Context: an optimization exercise on an open-source flow, tuned for small area and a short achievable clock period. The choices shown serve that exercise and are no tape-out recipe. Where RTL was checked, it was by simulation tests only, not by an equivalence proof against the original. No functional check of the RTL was part of runs 4 and 5. Power figures rest on the tool's default switching activity, not on a simulated workload.

**flow/design.v**
```verilog
module batch_dispatcher #(
   parameter int MAX_DEPENDENCIES = 256,
   parameter int MAX_BATCH_SIZE   = 8,
   parameter int SLOT_W           = 3,
   parameter int WATCHDOG_CYCLES  = 1024
) (
   input  logic                        clk,
   input  logic                        rst,
   input  logic                        s_axis_tvalid,
   output logic                        s_axis_tready,
   input  logic [63:0]                 s_axis_tdata_owner_programID,
   input  logic [MAX_DEPENDENCIES-1:0] s_axis_tdata_read_dependencies,
   input  logic [MAX_DEPENDENCIES-1:0] s_axis_tdata_write_dependencies,
   input  logic                        batch_end,
   output logic                        d_valid,
   input  logic                        d_ready,
   output logic [63:0]                 d_programID,
   output logic [SLOT_W-1:0]           d_slot,
   input  logic                        done_valid,
   input  logic [SLOT_W-1:0]           done_slot,
   output logic [MAX_DEPENDENCIES-1:0] batch_read_mask,
   output logic [MAX_DEPENDENCIES-1:0] batch_write_mask,
   output logic                        batch_retired,
   output logic                        completion_error,
   output logic                        watchdog_timeout,
   output logic [15:0]                 batches_retired,
   output logic [15:0]                 txns_dispatched
);
   if (MAX_BATCH_SIZE < 2 || MAX_BATCH_SIZE != (1 << SLOT_W) || WATCHDOG_CYCLES < 2)
   begin : g_param_check
      $error("batch_dispatcher: inconsistent parameters");
   end
   localparam int WD_W = $clog2(WATCHDOG_CYCLES);
   localparam int NB   = MAX_BATCH_SIZE;
   typedef enum logic [1:0] {
      PH_COLLECT  = 2'd0,
      PH_DISPATCH = 2'd1,
      PH_WAIT     = 2'd2,
      PH_RETIRE   = 2'd3
   } phase_t;
   phase_t                      ph;
   logic                        rt_q;
   logic                        o_tready_n, o_dvalid, o_retired;
   logic [SLOT_W-1:0]           cnt;
   logic                        cnt_z, cnt_f, last_q;
   logic [SLOT_W-1:0]           dptr;
   logic [NB-1:0]               nsel;
   logic [NB-1:0]               outst;
   logic [63:0]                 id_buf [NB];
   logic [63:0]                 dpid;
   logic [MAX_DEPENDENCIES-1:0] rd_mask;
   logic [MAX_DEPENDENCIES-1:0] wr_mask;
   logic [15:0]                 batches_q;
   logic [15:0]                 txns_q;
   logic                        error_q;
   logic [WD_W-1:0]             wd_cnt;
   logic                        wd_timeout_q;
   logic          in_collect, in_dispatch, in_wait, in_retire;
   logic [NB-1:0] cur;
   logic          is_last;
   logic          beat_accept;
   logic          close_batch;
   logic          dispatch_fire;
   logic          last_dispatch;
   logic [NB-1:0] done_dec;
   logic [NB-1:0] only_one;
   logic          done_legal;
   logic          all_done_next;
   logic          wd_fire;
   logic          to_retire;
   logic [63:0]   rdata;
   logic          ld_in, ld_buf, ld_hold;
   assign in_collect  = (ph == PH_COLLECT);
   assign in_dispatch = (ph == PH_DISPATCH);
   assign in_wait     = (ph == PH_WAIT);
   assign in_retire   = rt_q;
   assign cur     = {nsel[0], nsel[NB-1:1]};
   assign is_last = last_q;
   assign beat_accept   = s_axis_tvalid && in_collect;
   assign close_batch   = in_collect &&
                          ((batch_end && (!cnt_z || s_axis_tvalid)) ||
                           (s_axis_tvalid && cnt_f));
   assign dispatch_fire = in_dispatch && d_ready;
   assign last_dispatch = dispatch_fire && is_last;
   always_comb begin
      done_dec = '0;
      done_dec[done_slot] = done_valid;
   end
   always_comb begin
      for (int i = 0; i < NB; i++)
         only_one[i] = (outst == NB'(1 << i));
   end
   assign done_legal    = done_valid && outst[done_slot] && !in_retire;
   assign all_done_next = done_valid && only_one[done_slot];
   assign wd_fire       = in_wait && !done_legal &&
                          (wd_cnt == WD_W'(WATCHDOG_CYCLES - 1));
   assign to_retire     = in_wait && (all_done_next || wd_fire);
   always_comb begin
      rdata = '0;
      for (int i = 0; i < NB; i++)
         rdata = rdata | ({64{nsel[i]}} & id_buf[i]);
   end
   assign ld_in   = close_batch && cnt_z;
   assign ld_buf  = (close_batch && !cnt_z) || (dispatch_fire && !is_last);
   assign ld_hold = in_dispatch && !d_ready;
   always_ff @(posedge clk or posedge rst) begin
      if (rst) begin
         ph           <= PH_COLLECT;
         rt_q         <= 1'b0;
         o_tready_n   <= 1'b0;
         o_dvalid     <= 1'b0;
         o_retired    <= 1'b0;
         cnt          <= '0;
         cnt_z        <= 1'b1;
         cnt_f        <= 1'b0;
         last_q       <= 1'b0;
         dptr         <= '0;
         nsel         <= NB'(1);
         outst        <= '0;
         dpid         <= '0;
         batches_q    <= '0;
         txns_q       <= '0;
         error_q      <= 1'b0;
         wd_cnt       <= '0;
         wd_timeout_q <= 1'b0;
      end else begin
         if (done_valid && !done_legal) error_q <= 1'b1;
         if (wd_fire) wd_timeout_q <= 1'b1;
         rt_q <= to_retire;
         if (close_batch) begin
            ph       <= PH_DISPATCH;
            o_tready_n <= 1'b1;
            o_dvalid <= 1'b1;
            nsel     <= NB'(2);
         end
         if (last_dispatch) begin
            ph       <= PH_WAIT;
            o_dvalid <= 1'b0;
         end
         if (to_retire) begin
            ph        <= PH_RETIRE;
            o_retired <= 1'b1;
         end
         if (in_retire) begin
            ph        <= PH_COLLECT;
            o_retired <= 1'b0;
            o_tready_n <= 1'b0;
            batches_q <= batches_q + 16'd1;
         end
         if (in_collect) begin
            if (close_batch) begin
               if (!s_axis_tvalid) cnt <= cnt - SLOT_W'(1);
               last_q <= s_axis_tvalid ? cnt_z : (cnt == SLOT_W'(1));
            end else if (s_axis_tvalid) begin
               cnt   <= cnt + SLOT_W'(1);
               cnt_z <= 1'b0;
               cnt_f <= (cnt == SLOT_W'(NB - 2));
            end
         end else if (in_retire) begin
            cnt   <= '0;
            cnt_z <= 1'b1;
            cnt_f <= 1'b0;
         end
         if (dispatch_fire) begin
            last_q <= !is_last && (dptr + SLOT_W'(1) == cnt);
         end
         if (dispatch_fire) begin
            dptr   <= is_last ? '0 : dptr + SLOT_W'(1);
            nsel   <= is_last ? NB'(1) : {nsel[NB-2:0], nsel[NB-1]};
            txns_q <= txns_q + 16'd1;
         end
         if (in_retire) begin
            outst <= '0;
         end else begin
            outst <= (outst & ~done_dec) | (cur & {NB{dispatch_fire}});
         end
         if (last_dispatch || (in_wait && done_legal)) begin
            wd_cnt <= WD_W'(1);
         end else if (in_wait) begin
            wd_cnt <= wd_cnt + WD_W'(1);
         end
         dpid <= ({64{ld_buf}}  & rdata) |
                 ({64{ld_in}}   & s_axis_tdata_owner_programID) |
                 ({64{ld_hold}} & dpid);
      end
   end
   always_ff @(posedge clk or posedge rst) begin
      if (rst) begin
         rd_mask <= '0;
         wr_mask <= '0;
      end else if (in_retire) begin
         rd_mask <= '0;
         wr_mask <= '0;
      end else if (beat_accept) begin
         rd_mask <= rd_mask | s_axis_tdata_read_dependencies;
         wr_mask <= wr_mask | s_axis_tdata_write_dependencies;
      end
   end
   always_ff @(posedge clk) begin
      if (in_collect) begin
         id_buf[cnt] <= s_axis_tdata_owner_programID;
      end
   end
   assign s_axis_tready    = !o_tready_n;
   assign d_valid          = o_dvalid;
   assign d_slot           = dptr;
   assign d_programID      = dpid;
   assign batch_read_mask  = rd_mask;
   assign batch_write_mask = wr_mask;
   assign batch_retired    = o_retired;
   assign completion_error = error_q;
   assign watchdog_timeout = wd_timeout_q;
   assign batches_retired  = batches_q;
   assign txns_dispatched  = txns_q;
endmodule
```
**flow/config.mk**
```make
export PLATFORM = sky130hd
export DESIGN_NAME = batch_dispatcher
export DESIGN_NICKNAME = batch_dispatcher
export VERILOG_FILES = /design/flow/design.v
export SDC_FILE = /design/flow/constraint.sdc
export NUM_CORES = 4
export LEC_CHECK = 0
export CAP_MARGIN = 20
export CORE_AREA = 10 10 470 470
export CTS_BUF_LIST = sky130_fd_sc_hd__clkbuf_8 sky130_fd_sc_hd__clkbuf_16
export CTS_CLUSTER_DIAMETER = 80
export CTS_CLUSTER_SIZE = 25
export DIE_AREA = 0 0 480 480
export SETUP_SLACK_MARGIN = 1.5
export SLEW_MARGIN = 20
```
**flow/flow/pins.tcl**
```tcl
# Keep each input bit's pin next to the output pin of the same bit.
for {set i 0} {$i < 256} {incr i} {
  set_io_pin_constraint -group -order -pin_names [list "s_axis_tdata_read_dependencies\[$i\]" "batch_read_mask\[$i\]"]
  set_io_pin_constraint -group -order -pin_names [list "s_axis_tdata_write_dependencies\[$i\]" "batch_write_mask\[$i\]"]
}
for {set i 0} {$i < 64} {incr i} {
  set_io_pin_constraint -group -order -pin_names [list "s_axis_tdata_owner_programID\[$i\]" "d_programID\[$i\]"]
}
```
**flow/constraint.sdc**
```tcl
create_clock -name core_clock -period 3.6 [get_ports {clk}]
set_input_delay 0.7200 -clock core_clock [delete_from_list [all_inputs] [get_ports {clk}]]
set_output_delay 0.7200 -clock core_clock [all_outputs]
set_load 0.01 [all_outputs]
```
**flow/flow/run.sh**
```bash
#!/bin/bash
set -euo pipefail
bash standard.sh "BUFFER_PORTS_ARGS=-buffer_cell sky130_fd_sc_hd__buf_1" \
  "PRE_IO_PLACEMENT_TCL=$PWD/flow/pins.tcl" finish > standard.log 2>&1
```
**flow/standard.sh**
```bash
#!/bin/bash
# synth_recipe.tcl (not shown) runs the flow's synth.tcl, then flattens the netlist and writes it again
# the make line also repeats each setting of config.mk as NAME=value (left out here)
make -C /OpenROAD-flow-scripts/flow DESIGN_CONFIG=/design/flow/config.mk WORK_HOME=/design/flow/orfs CLKGATE_MAP_FILE= SYNTH_SCRIPT=/design/flow/synth_recipe.tcl "${@:-finish}"
```
==> results of run 1 <==
==> power by group through the flow <==
stage	registers (uW)	logic [uW]	clock network (uW)
detailed placement	20100	11700	0
CTS	19900	12800	8350
global route	20400	14300	8780
floorplan	21100	5140	0
global placement	20000	11600	0
finish	19900	12900	8000
==> area by class of cell <==
class	instances	area (um^2)	area share (%)
multi-input cells	1791	10100	18.4
flip-flops and latches	1163	31700	57.8
diodes	9	22.5	0.0411
repair buffers	1371	7490	13.7
clock inverters	39	443	0.807
clock buffers	64	1570	2.86
well taps	2805	3510	6.40
inverters	12	48.8	0.0890
==> Yosys cell counts (7+ instances only) <==
library cell	n	share of area [%]
nor3_1	9	0.11
buf_6	10	0.26
and3_1	11	0.16
inv_1	12	0.11
clkbuf_1	110	0.97
xor2_1	10	0.21
nand2_1	55	0.48
a21oi_1	539	6.3
o21ai_2	30	0.62
o21ai_0	58	0.68
xnor2_1	27	0.56
a22oi_1	321	5.7
buf_2	60	0.71
nand4_1	7	0.10
edfxtp_1	512	36
and4_1	68	1.4
nand3_1	18	0.21
dfrtp_1	649	38
nand3b_1	10	0.18
nor2_1	543	4.8
ha_1	9	0.26
buf_1	24	0.21
==> layout by cell type, fill, tap and decap left out, types with 40 or more instances in the layout <==
cell,n
buf_2,108
a22oi_1,321
nor2_1,536
edfxtp_1,512
nand2_1,53
and4_1,68
buf_4,122
clkbuf_16,64
o21ai_0,58
clkbuf_2,52
buf_12,40
buf_6,116
a21oi_1,539
buf_1,926
dfrtp_1,630
==> registers in the layout, indices dropped and copies added (netlist names), 2 cells and up <==
register / count
batches_q: 16
txns_q: 16
dptr: 3
wd_cnt: 10
rd_mask: 256
wr_mask: 256
cnt: 3
dpid: 64
ph: 2
id_buf: 512
nsel: 8
outst: 8
==> final timing paths <==
path / startpoint / cells past startpoint / end / slack, ps
min reg2reg: error_q$_DFFE_PP0P_ / 1 / error_q$_DFFE_PP0P_ / 460
max reg2reg: ph[1]$_DFFE_PP0P_ / 5 / id_buf[1][46]$_DFFE_PP_ / 1540
max in group asynchronous: rst / 4 / batches_q[0]$_DFFE_PP0P_ / 2530
max: dpid[10]$_DFF_PP0_ / 1 / d_programID[10] / 1500
min in group core_clock: s_axis_tdata_write_dependencies[136] / 3 / wr_mask[136]$_DFFE_PP0P_ / 200
min: rst / 3 / wr_mask[40]$_DFFE_PP0P_ / 90
==> logic make-up after synthesis <==
kind of cell / Yosys count / synth area share [%]
muxes: 6 / 0.144
buffers and inverters: 219 / 2.31
DFF: 1163 / 74.4
and+or+nand+nor: 760 / 8.14
AOI/OAI and AO/OA: 979 / 14.0
adders and majority gates: 9 / 0.264
xor gates and xnor gates: 37 / 0.761
==> layer usage <==
metal | vias to the layer above | wire (um) | global-route usage, %
li1 | 13982 | - | -
met1 | 15502 | 55700 | 13.8
met2 | 1167 | 63700 | 17.5
met3 | 241 | 12100 | 3.36
met4 | 42 | 4530 | 3.74
met5 | - | 269 | 0
==> metrics by stage <==
step                      area, um^2  cells
after global routing           54800   7249
final                          54900   7254
after global placement         50900   7051
after detailed placement       50900   7051
after CTS                      54400   7219
after floorplan                42700   3173
==> what timing repair did <==
action | CTS | global route
buffers inserted | 63 | 24
hold buffers | 0 | 0
resized for setup | 392 | 84
pin swaps | 4 | 3
gates cloned | 2 | 2
setup endpoints to repair | 811 | 345
==> impl_metrics.prom, run 1 <==
# TYPE chip_impl_metric gauge
chip_impl_metric{name="drv_cap",unit=""} 0
chip_impl_metric{name="grt_usage",unit="%"} 10.9
chip_impl_metric{name="whs",unit="ps"} 94.4
chip_impl_metric{name="fin_setup_tns",unit="ps"} 0
chip_impl_metric{name="net_switching_power",unit="uW"} 14800
chip_impl_metric{name="post_syn_instances",unit=""} 3173
chip_impl_metric{name="syn2layout_area_growth",unit="%"} 28.8
chip_impl_metric{name="grt_antenna_before_repair",unit=""} 29
chip_impl_metric{name="start_util",unit="%"} 20.3
chip_impl_metric{name="synth.distinct_cells",unit=""} 65
chip_impl_metric{name="timing.critical_path.fanout_max",unit=""} 2
chip_impl_metric{name="drt-initial-drc-count",unit=""} 2160
chip_impl_metric{name="place.detailed.hpwl",unit="um"} 87900
chip_impl_info{name="clk_root_buffer_cell",value="clkbuf_16"} 1
chip_impl_metric{name="grt_start_max_net_pins",unit=""} 118
chip_impl_info{name="setup.worst_path.start_class",value="flop"} 1
chip_impl_metric{name="final.setup_skew",unit="ps"} 70.3
chip_impl_info{name="critical_path.endpoint_type",value="output pin"} 1
chip_impl_info{name="critical_path.top_delay_family",value="flip-flops"} 1
chip_impl_metric{name="min_period_over_period",unit="%"} 58.3
chip_impl_info{name="crit_slowest_cell",value="dfrtp_1"} 1
chip_impl_metric{name="postLayoutSetupSlackWorst",unit="ps"} 1500
chip_impl_metric{name="required",unit="ps"} 2880
chip_impl_metric{name="synth_nets",unit=""} 3767
chip_impl_metric{name="cts.clk_slew.worst_paths",unit="ps"} 100
chip_impl_metric{name="finalWeightedCongestion",unit=""} 0.812
chip_impl_info{name="criticalPathCategory",value="reg2out"} 1
chip_impl_metric{name="num-nets-final",unit=""} 4992
chip_impl_info{name="min-delay-path-class",value="in2async"} 1
chip_impl_metric{name="clockBufferDepth",unit=""} 3
chip_impl_info{name="grt_setup_unrepaired",value="true"} 1
chip_impl_metric{name="synth.ff_latch_count",unit=""} 1163
chip_impl_info{name="critical_path.cell_chain",value="buf_6"} 1
chip_impl_metric{name="post_route_cells_drive_above_1_share",unit="%"} 13.9
chip_impl_metric{name="via_per_inst",unit=""} 4.26
chip_impl_metric{name="final_core_utilization",unit="%"} 26.1
chip_impl_metric{name="yosysSeqAreaShare",unit="%"} 74.4
chip_impl_info{name="tritoncts",value="yes"} 1
chip_impl_metric{name="design.portCount",unit=""} 1201
chip_impl_metric{name="first_pass_grt_wire_length",unit="um"} 199000
chip_impl_metric{name="finalWorstPathRequiredPeriod",unit="ps"} 2100
chip_impl_metric{name="achievable-frequency",unit="GHz"} 0.477
chip_impl_metric{name="power.internal",unit="uW"} 26000
chip_impl_metric{name="max_stage_delay",unit="ps"} 450
chip_impl_metric{name="number_of_global_route_vias_before_repair",unit=""} 31387
chip_impl_metric{name="tightest_slew",unit="ps"} 910
chip_impl_metric{name="power.total",unit="uW"} 40900
chip_impl_metric{name="slew_headroom",unit="%"} 39.3
chip_impl_metric{name="routed_wirelength",unit="um"} 136000
chip_impl_metric{name="num_rows",unit=""} 168
chip_impl_metric{name="power.share.sequential",unit="%"} 48.7
chip_impl_metric{name="syn_area",unit="um^2"} 42600
chip_impl_metric{name="post-route-drc-count",unit=""} 0
chip_impl_metric{name="fp.coreArea",unit="um^2"} 210000
chip_impl_metric{name="clock_power_share",unit="%"} 19.6
chip_impl_metric{name="firstDrtPassIters",unit=""} 5
chip_impl_metric{name="detailedPlace.worstSlack",unit="ps"} 783
chip_impl_metric{name="htreeDepth",unit=""} 2
chip_impl_metric{name="final_antenna_net_count",unit=""} 0
chip_impl_info{name="synth_flop_cell",value="dfrtp_1"} 1
chip_impl_metric{name="globalRouteOverflowTotal",unit=""} 0
chip_impl_metric{name="cellPowerDensity",unit="nW/um^2"} 745
chip_impl_metric{name="timing.critical_path.buf_inv",unit=""} 1
chip_impl_metric{name="synth.yosys.warnings",unit=""} 1
chip_impl_info{name="outcome",value="no timing/DRC/antenna violations"} 1
chip_impl_metric{name="setup_viol",unit=""} 0
chip_impl_metric{name="number_of_enable_flip_flop_cells_after_synthesis",unit=""} 512
chip_impl_metric{name="nFillCells",unit=""} 21959
chip_impl_metric{name="peakVddDrop",unit="V"} 0.000472
chip_impl_metric{name="synthesized_area_divided_by_synthesized_cell_count",unit="um^2"} 13.4
chip_impl_metric{name="power.leakage",unit="uW"} 0.0191
chip_impl_metric{name="hold_vio_cnt_final",unit=""} 0
chip_impl_metric{name="worst-endpoint-arrival",unit="ps"} 1380
chip_impl_metric{name="clock-sinks",unit=""} 1163
chip_impl_metric{name="synth-async-reset-ratio",unit="%"} 56.0
chip_impl_metric{name="clk-insertion-delay-late",unit="ps"} 770
chip_impl_metric{name="slew_viol_final",unit=""} 0
chip_impl_metric{name="cts_buffers",unit=""} 59
chip_impl_metric{name="number_of_buffers_added_on_ports",unit=""} 1200
chip_impl_metric{name="power.share.switching",unit="%"} 36.3
chip_impl_metric{name="wl_per_cell",unit="um"} 18.8
chip_impl_metric{name="die_h",unit="um"} 480
chip_impl_metric{name="design.die.area",unit="um^2"} 230000
chip_impl_metric{name="die_width",unit="um"} 480
chip_impl_metric{name="power.combinational.fraction",unit="%"} 31.7
chip_impl_metric{name="route.vias.total",unit=""} 30934
==> run 2, diff against run 1 <==
--- a/flow/config.mk
+++ b/flow/config.mk
@@ -13,3 +13,3 @@
 export DIE_AREA = 0 0 480 480
-export SETUP_SLACK_MARGIN = 1.5
+export SETUP_SLACK_MARGIN = 1.45
 export SLEW_MARGIN = 20
==> impl_metrics.prom, run 2 <==
# TYPE chip_impl_metric gauge
chip_impl_info{name="outcome",value="no timing/DRC/antenna violations"} 1
chip_impl_info{name="netlist_top_cells_area",value="dfrtp_1 38%, edfxtp_1 36%, a21oi_1 6.3%"} 1
chip_impl_metric{name="syn2layout_area_growth",unit="%"} 25.6
chip_impl_metric{name="syn_area",unit="um^2"} 42600
chip_impl_info{name="synth_flop_cell",value="dfrtp_1"} 1
chip_impl_metric{name="grt_antenna_before_repair",unit=""} 29
chip_impl_info{name="yosys.area.top_type",value="dfrtp_1"} 1
chip_impl_metric{name="number_of_enable_flip_flop_cells_after_synthesis",unit=""} 512
chip_impl_metric{name="reg2reg_depth",unit=""} 4
chip_impl_metric{name="cts_buffers",unit=""} 59
chip_impl_info{name="yosys.cell_count.top_type",value="dfrtp_1"} 1
chip_impl_info{name="critical_path.endpoint_type",value="output pin"} 1
chip_impl_info{name="final_common_cell",value="buf_1"} 1
chip_impl_metric{name="register_area",unit="um^2"} 31700
chip_impl_metric{name="route.vias.total",unit=""} 30578
chip_impl_metric{name="fp.coreArea",unit="um^2"} 210000
chip_impl_metric{name="post_syn_instances",unit=""} 3173
chip_impl_metric{name="final_core_utilization",unit="%"} 25.5
chip_impl_metric{name="number_of_global_route_vias_before_repair",unit=""} 31122
chip_impl_metric{name="worst-endpoint-arrival",unit="ps"} 1360
chip_impl_metric{name="number_of_flip_flops_in_the_largest_register",unit=""} 512
chip_impl_metric{name="whs",unit="ps"} 95.3
chip_impl_metric{name="die_width",unit="um"} 480
chip_impl_info{name="min-delay-path-class",value="in2async"} 1
chip_impl_metric{name="drv_cap",unit=""} 0
chip_impl_info{name="critPathLaunch",value="dpid[5]$_DFF_PP0_"} 1
chip_impl_info{name="registers.top_by_ff_count",value="id_buf"} 1
chip_impl_info{name="layout.cells.most_common_list",value="1,125 x buf_1, 630 x dfrtp_1, 539 x a21oi_1, 536 x nor2_1, 512 x edfxtp_1"} 1
chip_impl_info{name="crit-reg2reg-launch",value="cnt[0]$_DFFE_PP0P_"} 1
chip_impl_metric{name="drt-initial-drc-count",unit=""} 2289
chip_impl_metric{name="num_rows",unit=""} 168
chip_impl_info{name="worstReg2RegEnd",value="id_buf[0][46]$_DFFE_PP_"} 1
chip_impl_metric{name="multi_input_comb_area",unit="um^2"} 10100
chip_impl_metric{name="min_period_over_period",unit="%"} 57.9
chip_impl_metric{name="final.setup_skew",unit="ps"} 66.2
chip_impl_metric{name="place.detailed.hpwl",unit="um"} 87900
chip_impl_metric{name="synth_nets",unit=""} 3767
chip_impl_metric{name="post_route_cells_drive_above_1_share",unit="%"} 8.23
chip_impl_metric{name="number_of_buffers_added_on_ports",unit=""} 1200
chip_impl_metric{name="nFillCells",unit=""} 22118
chip_impl_metric{name="grt_start_max_net_pins",unit=""} 118
chip_impl_metric{name="synth.distinct_cells",unit=""} 65
chip_impl_metric{name="tightest_slew",unit="ps"} 911
chip_impl_metric{name="finalWorstPathRequiredPeriod",unit="ps"} 2080
chip_impl_metric{name="timing.critical_path.buf_inv",unit=""} 1
chip_impl_metric{name="slew_viol_final",unit=""} 0
chip_impl_metric{name="clock-sinks",unit=""} 1163
chip_impl_metric{name="clockBufferDepth",unit=""} 3
chip_impl_metric{name="detailedPlace.worstSlack",unit="ps"} 783
chip_impl_metric{name="synthesized_area_divided_by_synthesized_cell_count",unit="um^2"} 13.4
chip_impl_info{name="clk_root_buffer_cell",value="clkbuf_16"} 1
chip_impl_metric{name="final_antenna_net_count",unit=""} 0
chip_impl_metric{name="firstDrtPassIters",unit=""} 7
chip_impl_metric{name="num-nets-final",unit=""} 4936
chip_impl_metric{name="synth.yosys.warnings",unit=""} 1
chip_impl_metric{name="power.leakage",unit="uW"} 0.0181
chip_impl_metric{name="peakVddDrop",unit="V"} 0.000505
chip_impl_metric{name="globalRouteOverflowTotal",unit=""} 0
chip_impl_info{name="setup.worst_path.start_class",value="flop"} 1
chip_impl_info{name="tritoncts",value="yes"} 1
chip_impl_metric{name="cts.clk_slew.worst_paths",unit="ps"} 100
chip_impl_metric{name="synth-async-reset-ratio",unit="%"} 56.0
chip_impl_metric{name="timing.critical_path.fanout_max",unit=""} 2
chip_impl_info{name="grt_setup_unrepaired",value="false"} 1
chip_impl_metric{name="timing.reg2reg.setup_slack",unit="ps"} 1520
chip_impl_metric{name="start_util",unit="%"} 20.3
chip_impl_info{name="critical_path.top_delay_family",value="flip-flops"} 1
chip_impl_info{name="synth_common_cells",value="649 x dfrtp_1, 543 x nor2_1, 539 x a21oi_1, 512 x edfxtp_1, 321 x a22oi_1"} 1
chip_impl_metric{name="clk-insertion-delay-late",unit="ps"} 770
chip_impl_metric{name="cp_num_cells",unit=""} 1
chip_impl_info{name="biggestRegsByFlops",value="id_buf: 512 flops, rd_mask: 256 flops, wr_mask: 256 flops"} 1
chip_impl_metric{name="final_cell_area",unit="um^2"} 53500
chip_impl_metric{name="first_pass_grt_wire_length",unit="um"} 197000
chip_impl_metric{name="hold_vio_cnt_final",unit=""} 0
chip_impl_metric{name="slew_headroom",unit="%"} 39.3
chip_impl_metric{name="cellPowerDensity",unit="nW/um^2"} 742
chip_impl_metric{name="yosysSeqAreaShare",unit="%"} 74.4
chip_impl_info{name="critical_path.cell_chain",value="buf_2"} 1
chip_impl_info{name="crit_path_end",value="d_programID[5]"} 1
chip_impl_metric{name="design.die.area",unit="um^2"} 230000
chip_impl_metric{name="finalWeightedCongestion",unit=""} 0.812
chip_impl_metric{name="via_per_inst",unit=""} 4.25
chip_impl_metric{name="htreeDepth",unit=""} 2
chip_impl_metric{name="fin_setup_tns",unit="ps"} 0
chip_impl_metric{name="achievable-frequency",unit="GHz"} 0.480
chip_impl_metric{name="synth_top_area_share",unit="%"} 38.1
chip_impl_metric{name="max_stage_delay",unit="ps"} 430
chip_impl_metric{name="grt_usage",unit="%"} 10.8
chip_impl_metric{name="synth.ff_latch_count",unit=""} 1163
chip_impl_metric{name="required",unit="ps"} 2880
chip_impl_metric{name="post-route-drc-count",unit=""} 0
chip_impl_metric{name="wl_per_cell",unit="um"} 18.7
chip_impl_metric{name="placed_area",unit="um^2"} 50900
chip_impl_metric{name="design.portCount",unit=""} 1201
chip_impl_info{name="criticalPathCategory",value="reg2out"} 1
chip_impl_info{name="crit_slowest_cell",value="dfrtp_1"} 1
chip_impl_metric{name="routed_wirelength",unit="um"} 134000
chip_impl_metric{name="die_h",unit="um"} 480
chip_impl_metric{name="setup_viol",unit=""} 0
chip_impl_metric{name="postLayoutSetupSlackWorst",unit="ps"} 1520
-- run 2: cell type report --
class	count	area share (%)
Tap cell	2805	6.56
Inverter	12	0.0912
Antenna cell	10	0.0468
Multi-Input combinational cell	1791	18.8
Timing Repair Buffer	1315	11.4
Clock inverter	39	0.828
Clock buffer	64	2.93
Sequential cell	1163	59.3
-- run 2: report_power, final --
| group | switching [uW] | total, uW | internal [uW] |
|---|---|---|---|
| combinational | 7670 | 11800 | 4160 |
| clock | 4530 | 7990 | 3460 |
| sequential | 2410 | 19800 | 17400 |
-- run 2: per-stage QoR --
stage / power [uW] / cells
after floorplan: 26200 / 3173
after global placement: 31600 / 7051
after detailed placement: 31900 / 7051
after CTS: 40300 / 7187
after global routing: 42300 / 7193
final: 39700 / 7199
-- run 2: cells by family after synthesis --
family / Yosys count / synth area share [%]
XOR/XNOR: 37 / 0.761
flip-flops: 1163 / 74.4
multiplexers: 6 / 0.144
AO/OA/AOI/OAI: 979 / 14.0
AND/OR/NAND/NOR: 760 / 8.14
adder cells (fa/ha/maj): 9 / 0.264
buffers and inverters: 219 / 2.31
-- run 2: what timing repair did --
item                       4_1_cts  5_1_grt
hold endpoints to repair         0        0
gates resized for setup         90       18
pin swaps                        4        1
cloned                           2        0
hold buffers                     0        0
setup endpoints to repair      448      346
setup buffers                   31        2
-- run 2: metal layers --
metal	GRT usage, %	part of all wire [%]	up-vias
met3	3.36	9.4	229
met2	17.5	47	1170
met4	3.61	3.3	42
met1	13.6	40	15274
li1	-	-	13863
met5	0	0.19	-
-- run 2: worst min path at each step --
stage	to	startpoint
2_1_floorplan	error_q$_DFFE_PP0P_	error_q$_DFFE_PP0P_
3_3_place_gp	error_q$_DFFE_PP0P_	error_q$_DFFE_PP0P_
3_5_place_dp	error_q$_DFFE_PP0P_	error_q$_DFFE_PP0P_
4_1_cts	wr_mask[6]$_DFFE_PP0P_	rst
5_1_grt	wr_mask[6]$_DFFE_PP0P_	rst
6_report	wr_mask[40]$_DFFE_PP0P_	rst
-- run 2: worst min-delay path, cell delays in order --
cell and delay, ps:
buf_1 100, clkinvlp_4 120, buf_12 260
==> run 3, diff against run 2 <==
--- a/flow/flow/pins.tcl
+++ b/flow/flow/pins.tcl
@@ -8 +8,8 @@
 }
+# Keep the control and status pins together, so the control logic and its
+# output registers sit next to them.
+set ctl [list s_axis_tvalid s_axis_tready batch_end d_valid d_ready done_valid \
+  batch_retired completion_error watchdog_timeout]
+for {set i 0} {$i < 3} {incr i} { lappend ctl "d_slot\[$i\]" "done_slot\[$i\]" }
+for {set i 0} {$i < 16} {incr i} { lappend ctl "batches_retired\[$i\]" "txns_dispatched\[$i\]" }
+set_io_pin_constraint -region bottom:200-260 -pin_names $ctl
==> impl_metrics.prom, run 3 <==
# TYPE chip_impl_metric gauge
chip_impl_info{name="outcome",value="no timing/DRC/antenna violations"} 1
chip_impl_metric{name="clk-insertion-delay-late",unit="ps"} 720
chip_impl_metric{name="die_h",unit="um"} 480
chip_impl_metric{name="timing.critical_path.fanout_max",unit=""} 2
chip_impl_metric{name="holdBufCountCts",unit=""} 0
chip_impl_metric{name="hold_vio_cnt_final",unit=""} 0
chip_impl_metric{name="register_area",unit="um^2"} 31700
chip_impl_metric{name="final_core_utilization",unit="%"} 25.6
chip_impl_info{name="criticalPathCategory",value="reg2out"} 1
chip_impl_metric{name="post-route-drc-count",unit=""} 0
chip_impl_metric{name="cp_num_cells",unit=""} 1
chip_impl_metric{name="detailedPlace.worstSlack",unit="ps"} 495
chip_impl_info{name="critical_path.endpoint_type",value="output pin"} 1
chip_impl_metric{name="worst-endpoint-arrival",unit="ps"} 1350
chip_impl_metric{name="required",unit="ps"} 2880
chip_impl_metric{name="finalWorstPathRequiredPeriod",unit="ps"} 2070
chip_impl_info{name="biggestRegsByFlops",value="id_buf: 512 flops, rd_mask: 256 flops, wr_mask: 256 flops"} 1
chip_impl_metric{name="num_rows",unit=""} 168
chip_impl_metric{name="clock_power_share",unit="%"} 21.6
chip_impl_metric{name="synth_nets",unit=""} 3767
chip_impl_info{name="setup.worst_path.start_class",value="flop"} 1
chip_impl_metric{name="post-place-cells",unit=""} 7057
chip_impl_metric{name="cts_buffers",unit=""} 66
chip_impl_metric{name="post_syn_instances",unit=""} 3173
chip_impl_metric{name="first_pass_grt_wire_length",unit="um"} 194000
chip_impl_metric{name="power.share.switching",unit="%"} 36.9
chip_impl_info{name="crit-reg2reg-launch",value="nsel[0]$_DFFE_PP1P_"} 1
chip_impl_metric{name="setup_viol",unit=""} 0
chip_impl_metric{name="number_of_buffers_added_on_ports",unit=""} 1200
chip_impl_metric{name="synth.distinct_cells",unit=""} 65
chip_impl_info{name="synth_flop_cell",value="dfrtp_1"} 1
chip_impl_metric{name="htreeDepth",unit=""} 3
chip_impl_metric{name="synth-async-reset-ratio",unit="%"} 56.0
chip_impl_metric{name="drt-initial-drc-count",unit=""} 2271
chip_impl_metric{name="wl_per_cell",unit="um"} 18.4
chip_impl_info{name="grt_setup_unrepaired",value="true"} 1
chip_impl_metric{name="routed_wirelength",unit="um"} 133000
chip_impl_metric{name="nFillCells",unit=""} 22071
chip_impl_metric{name="synth_top_area_share",unit="%"} 38.1
chip_impl_info{name="layout.cells.most_common_list",value="1,150 x buf_1, 634 x dfrtp_1, 539 x a21oi_1, 536 x nor2_1, 512 x edfxtp_1"} 1
chip_impl_info{name="netlist_top_cells_area",value="dfrtp_1 38%, edfxtp_1 36%, a21oi_1 6.3%"} 1
chip_impl_metric{name="synth.yosys.warnings",unit=""} 1
chip_impl_metric{name="postLayoutSetupSlackWorst",unit="ps"} 1530
chip_impl_metric{name="cts.clk_slew.worst_paths",unit="ps"} 100
chip_impl_metric{name="multi_input_comb_area",unit="um^2"} 10100
chip_impl_metric{name="grt_usage",unit="%"} 10.6
chip_impl_info{name="tritoncts",value="yes"} 1
chip_impl_metric{name="final_cell_area",unit="um^2"} 53800
chip_impl_metric{name="power.combinational.fraction",unit="%"} 29.1
chip_impl_metric{name="via_per_inst",unit=""} 4.26
chip_impl_metric{name="start_util",unit="%"} 20.3
chip_impl_metric{name="number_of_flip_flops_in_the_largest_register",unit=""} 512
chip_impl_info{name="yosys.cell_count.top_type",value="dfrtp_1"} 1
chip_impl_metric{name="grt_antenna_before_repair",unit=""} 27
chip_impl_metric{name="peakVddDrop",unit="V"} 0.000560
chip_impl_metric{name="place.detailed.hpwl",unit="um"} 86400
chip_impl_metric{name="design.die.area",unit="um^2"} 230000
chip_impl_metric{name="post_route_cells_drive_above_1_share",unit="%"} 8.14
chip_impl_metric{name="reg2reg_depth",unit=""} 4
chip_impl_metric{name="clockBufferDepth",unit=""} 3
chip_impl_info{name="critPathLaunch",value="dpid[32]$_DFF_PP0_"} 1
chip_impl_info{name="registers.top_by_ff_count",value="id_buf"} 1
chip_impl_info{name="critical_path.cell_chain",value="buf_2"} 1
chip_impl_info{name="synth_common_cells",value="649 x dfrtp_1, 543 x nor2_1, 539 x a21oi_1, 512 x edfxtp_1, 321 x a22oi_1"} 1
chip_impl_metric{name="final.setup_skew",unit="ps"} 76.0
chip_impl_metric{name="globalRouteOverflowTotal",unit=""} 0
chip_impl_metric{name="net_switching_power",unit="uW"} 14800
chip_impl_metric{name="power.leakage",unit="uW"} 0.0182
chip_impl_metric{name="cellPowerDensity",unit="nW/um^2"} 749
chip_impl_metric{name="final_cell_count_no_fill",unit=""} 7220
chip_impl_metric{name="slew_headroom",unit="%"} 27.3
chip_impl_metric{name="design.portCount",unit=""} 1201
chip_impl_metric{name="max_stage_delay",unit="ps"} 460
chip_impl_metric{name="number_of_global_route_vias_before_repair",unit=""} 31300
chip_impl_metric{name="synthesized_area_divided_by_synthesized_cell_count",unit="um^2"} 13.4
chip_impl_metric{name="timing.critical_path.buf_inv",unit=""} 1
chip_impl_metric{name="clock-sinks",unit=""} 1163
chip_impl_info{name="critical_path.top_delay_family",value="flip-flops"} 1
chip_impl_metric{name="achievable-frequency",unit="GHz"} 0.482
chip_impl_metric{name="min_period_over_period",unit="%"} 57.6
chip_impl_metric{name="grt_start_max_net_pins",unit=""} 216
chip_impl_metric{name="syn2layout_area_growth",unit="%"} 26.2
chip_impl_metric{name="tightest_slew",unit="ps"} 1090
chip_impl_metric{name="number_of_enable_flip_flop_cells_after_synthesis",unit=""} 512
chip_impl_metric{name="power.internal",unit="uW"} 25400
chip_impl_metric{name="finalWeightedCongestion",unit=""} 0.817
chip_impl_info{name="yosys.area.top_type",value="dfrtp_1"} 1
chip_impl_metric{name="die_width",unit="um"} 480
chip_impl_metric{name="yosysSeqAreaShare",unit="%"} 74.4
chip_impl_metric{name="num-nets-final",unit=""} 4956
chip_impl_info{name="min-delay-path-class",value="in2async"} 1
chip_impl_metric{name="firstDrtPassIters",unit=""} 5
chip_impl_metric{name="synth.ff_latch_count",unit=""} 1163
chip_impl_info{name="clk_root_buffer_cell",value="clkbuf_16"} 1
chip_impl_metric{name="power.share.sequential",unit="%"} 49.3
chip_impl_metric{name="slew_viol_final",unit=""} 0
chip_impl_metric{name="route.vias.total",unit=""} 30783
chip_impl_metric{name="drv_cap",unit=""} 0
chip_impl_info{name="crit_slowest_cell",value="dfrtp_1"} 1
chip_impl_metric{name="fp.coreArea",unit="um^2"} 210000
chip_impl_info{name="final_common_cell",value="buf_1"} 1
chip_impl_metric{name="syn_area",unit="um^2"} 42600
chip_impl_metric{name="placed_area",unit="um^2"} 50900
chip_impl_metric{name="final_antenna_net_count",unit=""} 0
run 3: layout make-up:
| cell class | count | share of cell area, % |
|---|---|---|
| Antenna cell | 5 | 0.0233 |
| Clock buffer | 70 | 3.20 |
| Clock inverter | 46 | 1.08 |
| Inverter | 12 | 0.0908 |
| Multi-Input combinational cell | 1791 | 18.7 |
| Sequential cell | 1163 | 59.0 |
| Tap cell | 2805 | 6.53 |
| Timing Repair Buffer | 1328 | 11.4 |
run 3: per-stage QoR:
| step | total power [uW] | TNS (ps) | hold WS (ps) |
|---|---|---|---|
| after floorplan | 26200 | -3910710 | 493 |
| after global placement | 31600 | 0 | 446 |
| after detailed placement | 31900 | 0 | 470 |
| after CTS | 40900 | 0 | 81.7 |
| after global routing | 42800 | 0 | 119 |
| final | 40300 | 0 | 148 |
run 3: worst register-to-register path: stages, from the launching register on:
cell     delay [ps]
dfstp_2        1010
buf_4           460
a22oi_1         160
and4_1          260
o21ai_2         110
run 3: cells by family after synthesis:
| group | synth area share (%) |
|---|---|
| AO/OA/AOI/OAI | 14.0 |
| XOR/XNOR | 0.761 |
| adder cells (fa/ha/maj) | 0.264 |
| buffers and inverters | 2.31 |
| flip-flops | 74.4 |
| multiplexers | 0.144 |
| AND/OR/NAND/NOR | 8.14 |
run 3: path summary, 6_finish.rpt:
| kind | to | slack (ps) |
|---|---|---|
| setup reg to reg | dpid[8]$_DFF_PP0_ | 1530 |
| setup / recovery | d_programID[32] | 1530 |
| hold / removal | rd_mask[242]$_DFFE_PP0P_ | 150 |
| min in group core_clock | wr_mask[212]$_DFFE_PP0P_ | 210 |
| hold reg to reg | batches_q[15]$_DFFE_PP0P_ | 480 |
| max in group asynchronous | wr_mask[204]$_DFFE_PP0P_ | 2420 |
run 3: timing repair:
item,CTS,global route
gates cloned,1,2
setup endpoints to repair,773,252
resized for setup,65,7
setup buffers,39,0
pin swaps,9,0
run 3: routing by layer:
| layer | GRT usage, % | wire length [um] | up-vias |
|---|---|---|---|
| met5 | 0 | 273 | - |
| met4 | 3.36 | 3410 | 42 |
| met3 | 3.35 | 12400 | 204 |
| met2 | 17.7 | 63500 | 1238 |
| met1 | 13.0 | 52900 | 15376 |
| li1 | - | - | 13923 |
run 3: power by group through the flow:
stage	combinational (uW)	sequential (uW)	clock, uW
floorplan	5140	21100	0
global placement	11600	20000	0
detailed placement	11800	20100	0
CTS	12000	19800	9040
global route	13000	20300	9480
finish	11700	19900	8680
==> run 4, diff against run 3 <==
--- a/flow/design.v
+++ b/flow/design.v
@@ -45,4 +45,8 @@
    logic                        cnt_z, cnt_f, last_q;
+   logic [NB-1:0]               nsel_next, wsel_next;
    logic [SLOT_W-1:0]           dptr;
    logic [NB-1:0]               nsel;
+   logic [NB-1:0]               wsel;
+   logic [NB-1:0]               wq, nq;
+   logic                        cnt_nz;
    logic [NB-1:0]               outst;
@@ -76,2 +80,5 @@
    assign in_retire   = rt_q;
+   assign nsel    = nq ^ NB'(1);
+   assign wsel    = wq ^ NB'(1);
+   assign cnt_z   = !cnt_nz;
    assign cur     = {nsel[0], nsel[NB-1:1]};
@@ -105,2 +112,11 @@
    assign ld_hold = in_dispatch && !d_ready;
+   always_comb begin
+      nsel_next = nsel;
+      if (close_batch) nsel_next = NB'(2);
+      if (dispatch_fire) nsel_next = is_last ? NB'(1) : {nsel[NB-2:0], nsel[NB-1]};
+      wsel_next = wsel;
+      if (close_batch) wsel_next = '0;
+      else if (beat_accept) wsel_next = {wsel[NB-2:0], wsel[NB-1]};
+      if (in_retire) wsel_next = NB'(1);
+   end
    always_ff @(posedge clk or posedge rst) begin
@@ -113,3 +129,3 @@
          cnt          <= '0;
-         cnt_z        <= 1'b1;
+         cnt_nz       <= 1'b0;
          cnt_f        <= 1'b0;
@@ -117,3 +133,4 @@
          dptr         <= '0;
-         nsel         <= NB'(1);
+         nq           <= '0;
+         wq           <= '0;
          outst        <= '0;
@@ -133,3 +150,2 @@
             o_dvalid <= 1'b1;
-            nsel     <= NB'(2);
          end
@@ -155,3 +171,3 @@
                cnt   <= cnt + SLOT_W'(1);
-               cnt_z <= 1'b0;
+               cnt_nz <= 1'b1;
                cnt_f <= (cnt == SLOT_W'(NB - 2));
@@ -160,3 +176,3 @@
             cnt   <= '0;
-            cnt_z <= 1'b1;
+            cnt_nz <= 1'b0;
             cnt_f <= 1'b0;
@@ -168,3 +184,2 @@
             dptr   <= is_last ? '0 : dptr + SLOT_W'(1);
-            nsel   <= is_last ? NB'(1) : {nsel[NB-2:0], nsel[NB-1]};
             txns_q <= txns_q + 16'd1;
@@ -181,2 +196,4 @@
          end
+         nq <= nsel_next ^ NB'(1);
+         wq <= wsel_next ^ NB'(1);
          dpid <= ({64{ld_buf}}  & rdata) |
@@ -199,5 +216,4 @@
    always_ff @(posedge clk) begin
-      if (in_collect) begin
-         id_buf[cnt] <= s_axis_tdata_owner_programID;
-      end
+      for (int i = 0; i < NB; i++)
+         if (wsel[i]) id_buf[i] <= s_axis_tdata_owner_programID;
    end
==> flow/flow/pins.tcl (replaced) <==
# Keep each input bit's pin next to the output pin of the same bit.
for {set i 0} {$i < 256} {incr i} {
  set_io_pin_constraint -group -order -pin_names [list "s_axis_tdata_read_dependencies\[$i\]" "batch_read_mask\[$i\]"]
  set_io_pin_constraint -group -order -pin_names [list "s_axis_tdata_write_dependencies\[$i\]" "batch_write_mask\[$i\]"]
}
for {set i 0} {$i < 64} {incr i} {
  set_io_pin_constraint -group -order -pin_names [list "s_axis_tdata_owner_programID\[$i\]" "d_programID\[$i\]"]
}
--- a/flow/config.mk
+++ b/flow/config.mk
@@ -13,3 +13,3 @@
 export DIE_AREA = 0 0 480 480
-export SETUP_SLACK_MARGIN = 1.45
+export SETUP_SLACK_MARGIN = 1.6
 export SLEW_MARGIN = 20
==> impl_metrics.prom, run 4 <==
# TYPE chip_impl_metric gauge
chip_impl_metric{name="max_stage_delay",unit="ps"} 440
chip_impl_metric{name="number_of_global_route_vias_before_repair",unit=""} 32135
chip_impl_info{name="layout.cells.most_common_list",value="633 x dfrtp_1, 597 x buf_1, 542 x nor2_1, 533 x a21oi_1, 512 x edfxtp_1"} 1
chip_impl_metric{name="slew_headroom",unit="%"} 31.1
chip_impl_metric{name="detail_route.wirelength.met1",unit="um"} 56700
chip_impl_metric{name="met3RoutedLength",unit="um"} 12600
chip_impl_info{name="final_common_cell",value="dfrtp_1"} 1
chip_impl_info{name="biggestRegsByFlops",value="id_buf: 512 flops, rd_mask: 256 flops, wr_mask: 256 flops"} 1
chip_impl_metric{name="synth.distinct_cells",unit=""} 54
chip_impl_metric{name="design.portCount",unit=""} 1201
chip_impl_info{name="grt_setup_unrepaired",value="true"} 1
chip_impl_metric{name="slew_viol_final",unit=""} 0
chip_impl_metric{name="synth-async-reset-ratio",unit="%"} 56.3
chip_impl_metric{name="wl_per_cell",unit="um"} 19.9
chip_impl_metric{name="grt_antenna_before_repair",unit=""} 19
chip_impl_metric{name="clockBufferDepth",unit=""} 3
chip_impl_metric{name="firstDrtPassIters",unit=""} 5
chip_impl_info{name="tritoncts",value="yes"} 1
chip_impl_info{name="crit-reg2reg-launch",value="ph[1]$_DFFE_PP0P_"} 1
chip_impl_metric{name="number_of_buffers_added_on_ports",unit=""} 1200
chip_impl_metric{name="syn2layout_area_growth",unit="%"} 38.1
chip_impl_metric{name="cts.clk_slew.worst_paths",unit="ps"} 100
chip_impl_metric{name="min_period_over_period",unit="%"} 57.0
chip_impl_metric{name="drt-initial-drc-count",unit=""} 2479
chip_impl_metric{name="cellPowerDensity",unit="nW/um^2"} 438
chip_impl_metric{name="timing.critical_path.buf_inv",unit=""} 1
chip_impl_info{name="yosys.area.top_type",value="dfrtp_1"} 1
chip_impl_metric{name="number_of_flip_flops_in_the_largest_register",unit=""} 512
chip_impl_info{name="crit_path_end",value="batches_retired[0]"} 1
chip_impl_metric{name="synth_nets",unit=""} 3690
chip_impl_info{name="min-delay-path-class",value="in2reg"} 1
chip_impl_metric{name="drv_cap",unit=""} 0
chip_impl_metric{name="syn_area",unit="um^2"} 42300
chip_impl_metric{name="route.vias.total",unit=""} 31735
chip_impl_info{name="critPathLaunch",value="batches_q[0]$_DFFE_PP0P_"} 1
chip_impl_metric{name="grt_usage",unit="%"} 11.4
chip_impl_metric{name="clk-insertion-delay-late",unit="ps"} 730
chip_impl_metric{name="final_core_utilization",unit="%"} 27.8
chip_impl_metric{name="htreeDepth",unit=""} 3
chip_impl_metric{name="fp.coreArea",unit="um^2"} 210000
chip_impl_metric{name="finalWeightedCongestion",unit=""} 0.802
chip_impl_metric{name="routed_wirelength",unit="um"} 147000
chip_impl_metric{name="required",unit="ps"} 2880
chip_impl_metric{name="post_route_cells_drive_above_1_share",unit="%"} 24.4
chip_impl_metric{name="setup_viol",unit=""} 0
chip_impl_metric{name="final_antenna_net_count",unit=""} 0
chip_impl_metric{name="reg2reg_depth",unit=""} 7
chip_impl_info{name="critical_path.endpoint_type",value="output pin"} 1
chip_impl_metric{name="cp_num_cells",unit=""} 1
chip_impl_metric{name="via_per_inst",unit=""} 4.30
chip_impl_info{name="yosys.cell_count.top_type",value="dfrtp_1"} 1
chip_impl_metric{name="timing.critical_path.fanout_max",unit=""} 3
chip_impl_metric{name="peakVddDrop",unit="V"} 0.000345
chip_impl_metric{name="clock-sinks",unit=""} 1171
chip_impl_metric{name="die_h",unit="um"} 480
chip_impl_metric{name="fin_setup_tns",unit="ps"} 0
chip_impl_metric{name="timing.reg2reg.setup_slack",unit="ps"} 1610
chip_impl_metric{name="power.leakage",unit="uW"} 0.0243
chip_impl_info{name="route.top_layer_used",value="met4"} 1
chip_impl_metric{name="post-route-drc-count",unit=""} 0
chip_impl_metric{name="place.detailed.hpwl",unit="um"} 86500
chip_impl_info{name="synth_flop_cell",value="dfrtp_1"} 1
chip_impl_metric{name="worst-endpoint-arrival",unit="ps"} 1330
chip_impl_metric{name="globalRouteOverflowTotal",unit=""} 0
chip_impl_metric{name="design.die.area",unit="um^2"} 230000
chip_impl_info{name="synth_common_cells",value="659 x dfrtp_1, 543 x nor2_1, 533 x a21oi_1, 512 x edfxtp_1, 130 x a22oi_1"} 1
chip_impl_info{name="critical_path.cell_chain",value="buf_6"} 1
chip_impl_info{name="setup.worst_path.start_class",value="flop"} 1
chip_impl_metric{name="die_width",unit="um"} 480
chip_impl_metric{name="cts_buffers",unit=""} 67
chip_impl_metric{name="post_syn_instances",unit=""} 3096
chip_impl_metric{name="num-nets-final",unit=""} 5114
chip_impl_info{name="clk_root_buffer_cell",value="clkbuf_16"} 1
chip_impl_metric{name="grt_start_max_net_pins",unit=""} 186
chip_impl_metric{name="yosysSeqAreaShare",unit="%"} 75.4
chip_impl_metric{name="num_rows",unit=""} 168
chip_impl_info{name="crit_slowest_cell",value="dfrtp_2"} 1
chip_impl_info{name="registers.top_by_ff_count",value="id_buf"} 1
chip_impl_metric{name="hold_vio_cnt_final",unit=""} 0
chip_impl_metric{name="tightest_slew",unit="ps"} 1030
chip_impl_metric{name="first_pass_grt_wire_length",unit="um"} 205000
chip_impl_metric{name="finalWorstPathRequiredPeriod",unit="ps"} 2050
chip_impl_info{name="criticalPathCategory",value="reg2out"} 1
chip_impl_metric{name="detailroute.wirelength.met2",unit="um"} 72800
chip_impl_metric{name="number_of_enable_flip_flop_cells_after_synthesis",unit=""} 512
chip_impl_info{name="worstReg2RegEnd",value="dpid[25]$_DFF_PP0_"} 1
chip_impl_metric{name="synth.ff_latch_count",unit=""} 1171
chip_impl_metric{name="synth_top_area_share",unit="%"} 39.0
chip_impl_metric{name="start_util",unit="%"} 20.1
chip_impl_metric{name="achievable-frequency",unit="GHz"} 0.487
chip_impl_metric{name="synth.yosys.warnings",unit=""} 2
chip_impl_metric{name="final.setup_skew",unit="ps"} 67.9
chip_impl_info{name="outcome",value="no timing/DRC/antenna violations"} 1
chip_impl_metric{name="synthesized_area_divided_by_synthesized_cell_count",unit="um^2"} 13.6
chip_impl_info{name="critical_path.top_delay_family",value="flip-flops"} 1
chip_impl_info{name="netlist_top_cells_area",value="dfrtp_1 39%, edfxtp_1 36%, a21oi_1 6.3%"} 1
-- run 4: worst min path at each step --
stage | start | to | slack, ps | cells after the start
after floorplan | error_q$_DFFE_PP0P_ | error_q$_DFFE_PP0P_ | 490 | 1
after global placement | error_q$_DFFE_PP0P_ | error_q$_DFFE_PP0P_ | 440 | 1
after detailed placement | error_q$_DFFE_PP0P_ | error_q$_DFFE_PP0P_ | 450 | 1
after CTS | s_axis_tdata_write_dependencies[218] | wr_mask[218]$_DFFE_PP0P_ | 120 | 3
after global routing | s_axis_tdata_write_dependencies[221] | wr_mask[221]$_DFFE_PP0P_ | 160 | 3
final | s_axis_tdata_write_dependencies[218] | wr_mask[218]$_DFFE_PP0P_ | 220 | 3
-- run 4: cells by family (layout without fill, tap and decap cells) --
| family | after synthesis | after routing | share of synthesized area [%] |
|---|---|---|---|
| compound gates | 966 | 966 | 14.5 |
| xor+xnor | 45 | 45 | 0.933 |
| fa+ha+maj | 9 | 9 | 0.267 |
| buf+inv | 216 | 1692 | 2.11 |
| flops | 1171 | 1171 | 75.4 |
| mux | 5 | 5 | 0.154 |
| other cells | 0 | 11 | 0 |
| simple gates | 684 | 684 | 6.63 |
-- run 4: final cells by class --
cell class                      count  area (um^2)
Antenna cell                       11         27.5
Clock buffer                       72         1780
Clock inverter                     49          608
Fill cell                       21420       152000
Inverter                           13         61.3
Multi-Input combinational cell   1709         9540
Sequential cell                  1171        31900
Tap cell                         2805         3510
Timing Repair Buffer             1558        10900
-- run 4: per-stage QoR --
step	total power (uW)	hold WS, ps	cells	instance area [um^2]	setup slack, ps
2_1_floorplan	15500	493	3096	42300	-6130
3_3_place_gp	16300	441	6968	50300	928
3_5_place_dp	16300	451	6968	50300	909
4_1_cts	25700	122	7214	56000	1350
5_1_grt	26600	163	7383	58400	1450
6_report	25600	215	7388	58400	1550
-- run 4: what timing repair did --
item                                    CTS  global route
hold buffers                              0             0
gates cloned                              4            13
endpoints found under the setup margin  997           789
pin swaps                                 2             1
hold endpoints to repair                  0             0
gates resized for setup                 735           365
setup buffers                           121           150
-- run 4: metal layers --
layer  global-route usage, %  vias up
met4                    4.47        0
met5                       0        -
li1                        -    14184
met1                    13.6    15906
met3                    3.31      232
met2                    19.3     1413
-- run 4: where the power goes --
part	total [uW]	switching, uW	leakage [uW]	internal [uW]
logic	1860	1000	0.00983	857
clock network	9070	4850	0.00121	4220
registers	14600	269	0.0132	14400
total	25600	6120	0.0243	19400
-- run 4: tightest hold or removal path: stages --
cell	delay, ps
buf_1	70
a21oi_1	60
nor2_1	70
==> run 5, diff against run 4 <==
--- a/flow/config.mk
+++ b/flow/config.mk
@@ -13,3 +13,3 @@
 export DIE_AREA = 0 0 480 480
-export SETUP_SLACK_MARGIN = 1.6
+export SETUP_SLACK_MARGIN = 1.45
 export SLEW_MARGIN = 20
==> impl_metrics.prom, run 5 <==
# TYPE chip_impl_metric gauge
chip_impl_info{name="outcome",value="no timing/DRC/antenna violations"} 1
chip_impl_metric{name="cellPowerDensity",unit="nW/um^2"} 469
chip_impl_metric{name="min_period_over_period",unit="%"} 58.5
chip_impl_metric{name="drt-initial-drc-count",unit=""} 2121
chip_impl_info{name="biggestRegsByFlops",value="id_buf: 512 flops, rd_mask: 256 flops, wr_mask: 256 flops"} 1
chip_impl_info{name="criticalPathCategory",value="reg2reg"} 1
chip_impl_metric{name="via_per_inst",unit=""} 4.24
chip_impl_metric{name="reg2reg_depth",unit=""} 5
chip_impl_metric{name="num_rows",unit=""} 168
chip_impl_metric{name="syn_area",unit="um^2"} 42300
chip_impl_metric{name="synth-async-reset-ratio",unit="%"} 56.3
chip_impl_metric{name="slew_viol_final",unit=""} 0
chip_impl_metric{name="htreeDepth",unit=""} 3
chip_impl_metric{name="clk-insertion-delay-late",unit="ps"} 710
chip_impl_metric{name="route.vias.total",unit=""} 30224
chip_impl_metric{name="final.setup_skew",unit="ps"} 42.7
chip_impl_metric{name="number_of_flip_flops_in_the_largest_register",unit=""} 512
chip_impl_metric{name="achievable-frequency",unit="GHz"} 0.475
chip_impl_metric{name="hold_vio_cnt_final",unit=""} 0
chip_impl_metric{name="number_of_enable_flip_flop_cells_after_synthesis",unit=""} 512
chip_impl_metric{name="synthesized_area_divided_by_synthesized_cell_count",unit="um^2"} 13.6
chip_impl_metric{name="synth.yosys.warnings",unit=""} 2
chip_impl_info{name="final_common_cell",value="buf_1"} 1
chip_impl_info{name="synth_flop_cell",value="dfrtp_1"} 1
chip_impl_info{name="grt_setup_unrepaired",value="true"} 1
chip_impl_metric{name="drv_cap",unit=""} 0
chip_impl_info{name="layout.cells.most_common_list",value="1,168 x buf_1, 631 x dfrtp_1, 543 x nor2_1, 533 x a21oi_1, 512 x edfxtp_1"} 1
chip_impl_info{name="clk_root_buffer_cell",value="clkbuf_16"} 1
chip_impl_metric{name="fp.coreArea",unit="um^2"} 210000
chip_impl_metric{name="globalRouteOverflowTotal",unit=""} 0
chip_impl_metric{name="synth_nets",unit=""} 3690
chip_impl_info{name="yosys.cell_count.top_type",value="dfrtp_1"} 1
chip_impl_metric{name="die_h",unit="um"} 480
chip_impl_metric{name="peakVddDrop",unit="V"} 0.000360
chip_impl_info{name="critical_path.cell_chain",value="nor3_4 -> buf_12 -> clkbuf_16 -> a21oi_1 -> nor2_1"} 1
chip_impl_metric{name="required",unit="ps"} 4220
chip_impl_metric{name="wl_per_cell",unit="um"} 19.0
chip_impl_metric{name="max_stage_delay",unit="ps"} 510
chip_impl_metric{name="cts.clk_slew.worst_paths",unit="ps"} 100
chip_impl_metric{name="post-route-drc-count",unit=""} 0
chip_impl_info{name="netlist_top_cells_area",value="dfrtp_1 39%, edfxtp_1 36%, a21oi_1 6.3%"} 1
chip_impl_metric{name="grt_antenna_before_repair",unit=""} 18
chip_impl_info{name="crit_slowest_cell",value="dfrtp_2"} 1
chip_impl_metric{name="final_antenna_net_count",unit=""} 0
chip_impl_info{name="tritoncts",value="yes"} 1
chip_impl_metric{name="synth.ff_latch_count",unit=""} 1171
chip_impl_metric{name="power.leakage",unit="uW"} 0.0203
chip_impl_metric{name="routed_wirelength",unit="um"} 136000
chip_impl_metric{name="post_syn_instances",unit=""} 3096
chip_impl_metric{name="number_of_buffers_added_on_ports",unit=""} 1200
chip_impl_metric{name="timing.reg2reg.setup_slack",unit="ps"} 1490
chip_impl_info{name="critical_path.endpoint_type",value="flop"} 1
chip_impl_info{name="worstReg2RegEnd",value="rd_mask[111]$_DFFE_PP0P_"} 1
chip_impl_metric{name="post_route_cells_drive_above_1_share",unit="%"} 6.41
chip_impl_metric{name="final_cell_area",unit="um^2"} 53000
chip_impl_metric{name="tightest_slew",unit="ps"} 1100
chip_impl_metric{name="start_util",unit="%"} 20.1
chip_impl_info{name="yosys.area.top_type",value="dfrtp_1"} 1
chip_impl_metric{name="power.combinational.fraction",unit="%"} 5.7
chip_impl_metric{name="nFillCells",unit=""} 22034
chip_impl_metric{name="number_of_global_route_vias_before_repair",unit=""} 31045
chip_impl_info{name="setup.worst_path.start_class",value="flop"} 1
chip_impl_metric{name="grt_usage",unit="%"} 10.8
chip_impl_metric{name="slew_headroom",unit="%"} 26.5
chip_impl_metric{name="finalWorstPathRequiredPeriod",unit="ps"} 2110
chip_impl_metric{name="die_width",unit="um"} 480
chip_impl_metric{name="worst-endpoint-arrival",unit="ps"} 2730
chip_impl_metric{name="place.detailed.hpwl",unit="um"} 87900
chip_impl_metric{name="first_pass_grt_wire_length",unit="um"} 196000
chip_impl_metric{name="power.internal",unit="uW"} 18800
chip_impl_metric{name="firstDrtPassIters",unit=""} 7
chip_impl_metric{name="synth_top_area_share",unit="%"} 39.0
chip_impl_metric{name="design.portCount",unit=""} 1201
chip_impl_metric{name="clockBufferDepth",unit=""} 3
chip_impl_metric{name="placed_area",unit="um^2"} 50300
chip_impl_metric{name="clock-sinks",unit=""} 1171
chip_impl_metric{name="final_core_utilization",unit="%"} 25.2
chip_impl_metric{name="power.share.sequential",unit="%"} 58.8
chip_impl_metric{name="net_switching_power",unit="uW"} 6030
chip_impl_metric{name="grt_start_max_net_pins",unit=""} 163
chip_impl_metric{name="syn2layout_area_growth",unit="%"} 25.4
chip_impl_metric{name="num-nets-final",unit=""} 4850
chip_impl_metric{name="finalWeightedCongestion",unit=""} 0.803
chip_impl_info{name="synth_common_cells",value="659 x dfrtp_1, 543 x nor2_1, 533 x a21oi_1, 512 x edfxtp_1, 130 x a22oi_1"} 1
chip_impl_info{name="crit-reg2reg-launch",value="ph[1]$_DFFE_PP0P_"} 1
chip_impl_metric{name="setup_viol",unit=""} 0
chip_impl_info{name="min-delay-path-class",value="in2async"} 1
chip_impl_metric{name="cts_buffers",unit=""} 67
chip_impl_metric{name="clock_power_share",unit="%"} 35.5
chip_impl_metric{name="synth.distinct_cells",unit=""} 54
chip_impl_metric{name="yosysSeqAreaShare",unit="%"} 75.4
chip_impl_metric{name="timing.critical_path.fanout_max",unit=""} 88
chip_impl_metric{name="power.share.switching",unit="%"} 24.3
chip_impl_info{name="registers.top_by_ff_count",value="id_buf"} 1
chip_impl_metric{name="design.die.area",unit="um^2"} 230000
run 5: metal layers:
| metal | GRT usage [%] | wire length (um) |
|---|---|---|
| met1 | 12.7 | 52900 |
| met2 | 18.7 | 67000 |
| met3 | 3.06 | 11100 |
| met4 | 4.17 | 4600 |
| met5 | 0 | 0 |
run 5: power by group through the flow:
| stage | Combinational (uW) | Sequential [uW] | Clock, uW |
|---|---|---|---|
| after global placement | 1420 | 14900 | 0 |
| after floorplan | 513 | 15000 | 0 |
| after detailed placement | 1460 | 14900 | 0 |
| final | 1430 | 14600 | 8830 |
| after CTS | 1460 | 14600 | 9180 |
| after global routing | 1610 | 14700 | 9650 |
run 5: per-stage QoR:
stage	worst slack, ps	hold slack, ps	instances	setup TNS [ps]	power, uW
after detailed placement	892	444	6970	0	16300
after floorplan	-6130	447	3096	-4038680	15500
final	1490	227	7120	0	24900
after global routing	1430	149	7117	0	25900
after CTS	1320	111	7097	0	25300
after global placement	974	440	6970	0	16300
run 5: what timing repair did:
action / CTS / global route
setup endpoints to repair: 305 / 308
buffers inserted: 8 / 11
cloned: 0 / 3
gates resized for setup: 51 / 13
hold buffers: 0 / 0
run 5: worst max-delay path by stage:
stage | start | endpoint | cells after the start
2_1_floorplan | rst | batches_q[0]$_DFFE_PP0P_ | 1
3_3_place_gp | s_axis_tvalid | rd_mask[132]$_DFFE_PP0P_ | 7
3_5_place_dp | s_axis_tvalid | rd_mask[135]$_DFFE_PP0P_ | 7
4_1_cts | batches_q[0]$_DFFE_PP0P_ | batches_retired[0] | 1
5_1_grt | ph[1]$_DFFE_PP0P_ | dpid[52]$_DFF_PP0_ | 6
6_report | ph[1]$_DFFE_PP0P_ | rd_mask[111]$_DFFE_PP0P_ | 5
run 5: worst max-delay path, delay by kind of cell, from the launching register on:
kind / cells / cell delay, ps
buffers and inverters: 2 / 690
flip-flops: 1 / 510
AO/OA/AOI/OAI: 1 / 100
AND/OR/NAND/NOR: 2 / 400
run 5: cells by family after synthesis:
logic type      count (synthesis)  share of synthesized area [%]
flops                        1171                           75.4
fa+ha+maj                       9                          0.267
compound gates                966                           14.5
xor+xnor                       45                          0.933
simple gates                  684                           6.63
buf+inv                       216                           2.11
mux                             5                          0.154
run 5: final cells by class:
class,instances,area [um^2],share of cell area (%)
inverter,13,57.6,0.109
multi-input combinational,1709,9530,18.0
timing repair buffer,1294,5650,10.7
tap,2805,3510,6.62
clock buffer,70,1720,3.24
clock inverter,49,594,1.12
sequential,1171,31900,60.2
antenna,9,22.5,0.0425

-- re-timing with driven ports --
Ports are ideal in the flow. The routed layouts listed here were re-timed in OpenROAD. Step 1: set_driving_cell puts a clkbuf_16 on clk and a buf_2 on each other input, an assumption about the parent block. Step 2 moves the port delays by t, midway between the first and last clock arrival at a register: inputs arrive t later, outputs are due t later. That takes back most of the time a late clock gives input paths. Slacks: ideal / step 1 / step 2; pairs: ideal / step 1.
| run | shift t [ns] | slack for setup (ns) | worst setup path after step 2 | cell pins on the clock port's net |
|---|---|---|---|---|
| run 1 | 0.820 | 1.502 / 1.421 / 0.995 | input to register | 1 |
| run 2 | 0.823 | 1.516 / 1.429 / 1.017 | input to register | 1 |
| run 3 | 0.772 | 1.526 / 1.443 / 0.938 | input to register | 1 |
| run 4 | 0.781 | 1.546 / 1.462 / 0.975 | input to register | 1 |
| run 5 | 0.767 | 1.494 / 1.458 / 0.816 | input to register | 1 |
After both steps every run listed still meets setup and hold. The setup slack of run 5, which loses most, moves by -0.036 ns with the drivers and by -0.678 ns with both steps.
